From an optimization exercise on the open Yosys and OpenROAD flow, aimed at small area, a short achievable clock period and few clock cycles; shortcuts taken in it are not production practice.
In this exercise RTL edits were held to simulation tests only and were not proved equivalent to the original.
Power and IR drop assume default switching activity.

Setup of build 89:
// matmul_top
module matmul_top (
  input  wire        clk,
  input  wire        reset_n,
  input  wire        dut_valid,
  output wire        dut_ready,
  output wire [11:0] input_read_address,
  input  wire [31:0] input_read_data,
  output wire [11:0] weight_read_address,
  input  wire [31:0] weight_read_data,
  output wire        result_write_enable,
  output wire [11:0] result_write_address,
  output wire [31:0] result_write_data
);
For scale: roughly 2500 cells after synthesis, ~410 flip-flops, roughly 140 I/O pins.
==> flow/config.mk <==
export PLATFORM = sky130hd
export DESIGN_NAME = matmul_top
export DESIGN_NICKNAME = matmul_top
export VERILOG_FILES = /design/flow/design.v
export SDC_FILE = /design/flow/constraint.sdc
export NUM_CORES = 4
export LEC_CHECK = 0
export CAP_MARGIN = 20
export CORE_MARGIN = 2
export CORE_UTILIZATION = 40
export SLEW_MARGIN = 20
==> flow/constraint.sdc <==
create_clock -name core_clock -period 10.0 [get_ports {clk}]
set_input_delay 2.0000 -clock core_clock [delete_from_list [all_inputs] [get_ports {clk}]]
set_output_delay 2.0000 -clock core_clock [all_outputs]
set_load 0.01 [all_outputs]
standard.sh (not shown) runs the stock make flow with config.mk's settings and CLKGATE_MAP_FILE= SYNTH_SCRIPT=/design/flow/synth_recipe.tcl, a recipe that flattens the netlist after the stock synthesis.
==> flow/flow/run.sh <==
#!/bin/bash
# Standard ORFS layout, with repair_timing aiming for extra setup slack (and
# free to change cell footprints) so the resizer sizes the datapath for a
# shorter period than the 10 ns constraint; port buffers use buf_1.
set -euo pipefail
bash standard.sh synth > synth.log 2>&1
bash standard.sh SETUP_SLACK_MARGIN=6.9 MATCH_CELL_FOOTPRINT=0 \
  "BUFFER_PORTS_ARGS=-buffer_cell sky130_fd_sc_hd__buf_1" finish > layout.log 2>&1
The final layout from build 89, which completed every stage, passed the timing, design-rule and antenna checks at the end of the flow.
Testbench counts of build 89, summed over its fixed seeds: cycles 70,323.
Inputs modified between build 89 and build 76:
==> flow/flow/run.sh <==
#!/bin/bash
# Standard ORFS layout, with repair_timing aiming for extra setup slack (and
# free to change cell footprints) so the resizer sizes the datapath for a
# shorter period than the 10 ns constraint.
set -euo pipefail
bash standard.sh synth > synth.log 2>&1
bash standard.sh SETUP_SLACK_MARGIN=6.6 MATCH_CELL_FOOTPRINT=0 finish > layout.log 2>&1
--- outcome ---
A highest routing layer actually used of met5 is what build 89 shows, while met4 belongs to build 76. Power per standard cell area was lower in the run labelled build 89. Re share of the clock period used by the worst path: build 89 and build 76 aren't equal, and the higher value belongs to build 76. Compared to build 89, build 76 shows a narrower setup margin. Number of nets in the final layout: build 76 < build 89. Total power: build 76 below build 89. Per the comparison of build 76 with build 89, number of buffers other than clock buffers in the final layout went down by 71, first-pass GRT wire length shows a reduction of about 4.6%, worst hold slack held steady. Fraction of met1 tracks used by global routing was lower in build 76 than in build 89. Compared with build 89, build 76 shows a number of global-route vias before repair that is 532 lower.
For build 35, these inputs were changed with respect to build 76:
-- flow/flow/run.sh --
<<< build 76, line 7
bash standard.sh SETUP_SLACK_MARGIN=6.6 MATCH_CELL_FOOTPRINT=0 finish > layout.log 2>&1
>>> build 35, line 7
bash standard.sh SETUP_SLACK_MARGIN=6.9 MATCH_CELL_FOOTPRINT=0 finish > layout.log 2>&1
Notes after the runs:
Build 76 reached the end of the flow, and the finished layout is clean on the timing, design-rule and antenna checks.
Build 35 went all the way through synthesis, placement and routing and the layout is clean on timing, DRC and antenna.
Compared build 76 against build 35; global-route met3 utilization within noise.
Compared with build 76, build 35 shows a lower peak fanout along the critical path.
[compare] base=build 76 new=build 35: wire length of the first global-routing pass rose 6.3 mm, core utilization climbed 1.9 points, power saw an increase, part of the power in the clock network now sits lower.

---

Another version of the RTL of matmul_top (not shown whole).
For scale: ~140 I/O pins, about 25000 um^2 of cells after synthesis.
==> flow/config.mk <==
export PLATFORM = sky130hd
export DESIGN_NAME = matmul_top
export DESIGN_NICKNAME = matmul_top
export VERILOG_FILES = /design/flow/design.v
export SDC_FILE = /design/flow/constraint.sdc
export NUM_CORES = 4
export LEC_CHECK = 0
export CAP_MARGIN = 20
export CORE_MARGIN = 2
export CORE_UTILIZATION = 40
export SLEW_MARGIN = 20
==> flow/constraint.sdc <==
create_clock -name core_clock -period 10.0 [get_ports {clk}]
set_input_delay 2.0000 -clock core_clock [delete_from_list [all_inputs] [get_ports {clk}]]
set_output_delay 2.0000 -clock core_clock [all_outputs]
set_load 0.01 [all_outputs]
==> flow/flow/run.sh <==
#!/bin/bash
# Standard ORFS layout, with repair_timing aiming for extra setup slack (and
# free to change cell footprints) so the resizer sizes the datapath for a
# shorter period than the 10 ns constraint; port buffers use buf_1; the
# clock tree uses larger sink clusters.
set -euo pipefail
bash standard.sh synth > synth.log 2>&1
bash standard.sh SETUP_SLACK_MARGIN=6.9 MATCH_CELL_FOOTPRINT=0 \
  "BUFFER_PORTS_ARGS=-buffer_cell sky130_fd_sc_hd__buf_1" \
  CTS_CLUSTER_SIZE=25 CTS_CLUSTER_DIAMETER=150 CORE_UTILIZATION=60 finish > layout.log 2>&1
Testbench counts at the start, summed over its fixed seeds: cycles 70,323.
==> next run, changes <==
--- a/flow/flow/run.sh
+++ b/flow/flow/run.sh
@@ -8,3 +8,3 @@
 bash standard.sh SETUP_SLACK_MARGIN=6.9 MATCH_CELL_FOOTPRINT=0 \
   "BUFFER_PORTS_ARGS=-buffer_cell sky130_fd_sc_hd__buf_1" \
-  CTS_CLUSTER_SIZE=25 CTS_CLUSTER_DIAMETER=150 CORE_UTILIZATION=60 finish > layout.log 2>&1
+  CTS_CLUSTER_SIZE=28 CTS_CLUSTER_DIAMETER=150 CORE_UTILIZATION=70 finish > layout.log 2>&1
Effect:
- synthesized area is unchanged
- combinational power climbs slightly
- power is about the same
- via count went up by a few percent
==> next run, changes <==
--- a/flow/flow/run.sh
+++ b/flow/flow/run.sh
@@ -8,3 +8,3 @@
 bash standard.sh SETUP_SLACK_MARGIN=6.9 MATCH_CELL_FOOTPRINT=0 \
   "BUFFER_PORTS_ARGS=-buffer_cell sky130_fd_sc_hd__buf_1" \
-  CTS_CLUSTER_SIZE=28 CTS_CLUSTER_DIAMETER=150 CORE_UTILIZATION=70 finish > layout.log 2>&1
+  CTS_CLUSTER_SIZE=25 CTS_CLUSTER_DIAMETER=150 CORE_UTILIZATION=70 finish > layout.log 2>&1
Worst setup slack gets better by 16 ps.
Wire length rises by 0.52%.
Clock-buffer cell count went up by 4.
Design area increases by 0.94%.

afterwards: timing with drivers on the ports:
In the flow no input, the clock included, has a driving cell. The finished layouts below were timed again as built, in two steps. Step 1 assumes that a clkbuf_16 drives the clock port and a buf_2 every other input. Step 2 also shifts input and output timing later by t, the mid clock arrival at the registers, as if the neighbouring blocks saw the same clock. Slacks: no drivers / after step 1 / after step 2; pairs: no drivers / after step 1.
run | t (ns) | setup WS [ns] | cell pins on the clock port's net
build 89 | 0.660 | 6.774 / 6.774 / 6.774 | 1
build 76 | 0.641 | 6.654 / 6.654 / 6.375 | 1
build 35 | 0.644 | 6.779 / 6.779 / 6.435 | 1
the first run of note 2 | 0.617 | 6.931 / 6.874 / 6.841 | 1
the second run of note 2 | 0.617 | 6.909 / 6.854 / 6.802 | 1
the third run of note 2 | 0.609 | 6.925 / 6.870 / 6.800 | 1
After both steps setup and hold are still met in every run listed. For build 35, which loses most, drivers alone change the setup slack by 0.000 ns; drivers and shift together by -0.344 ns.
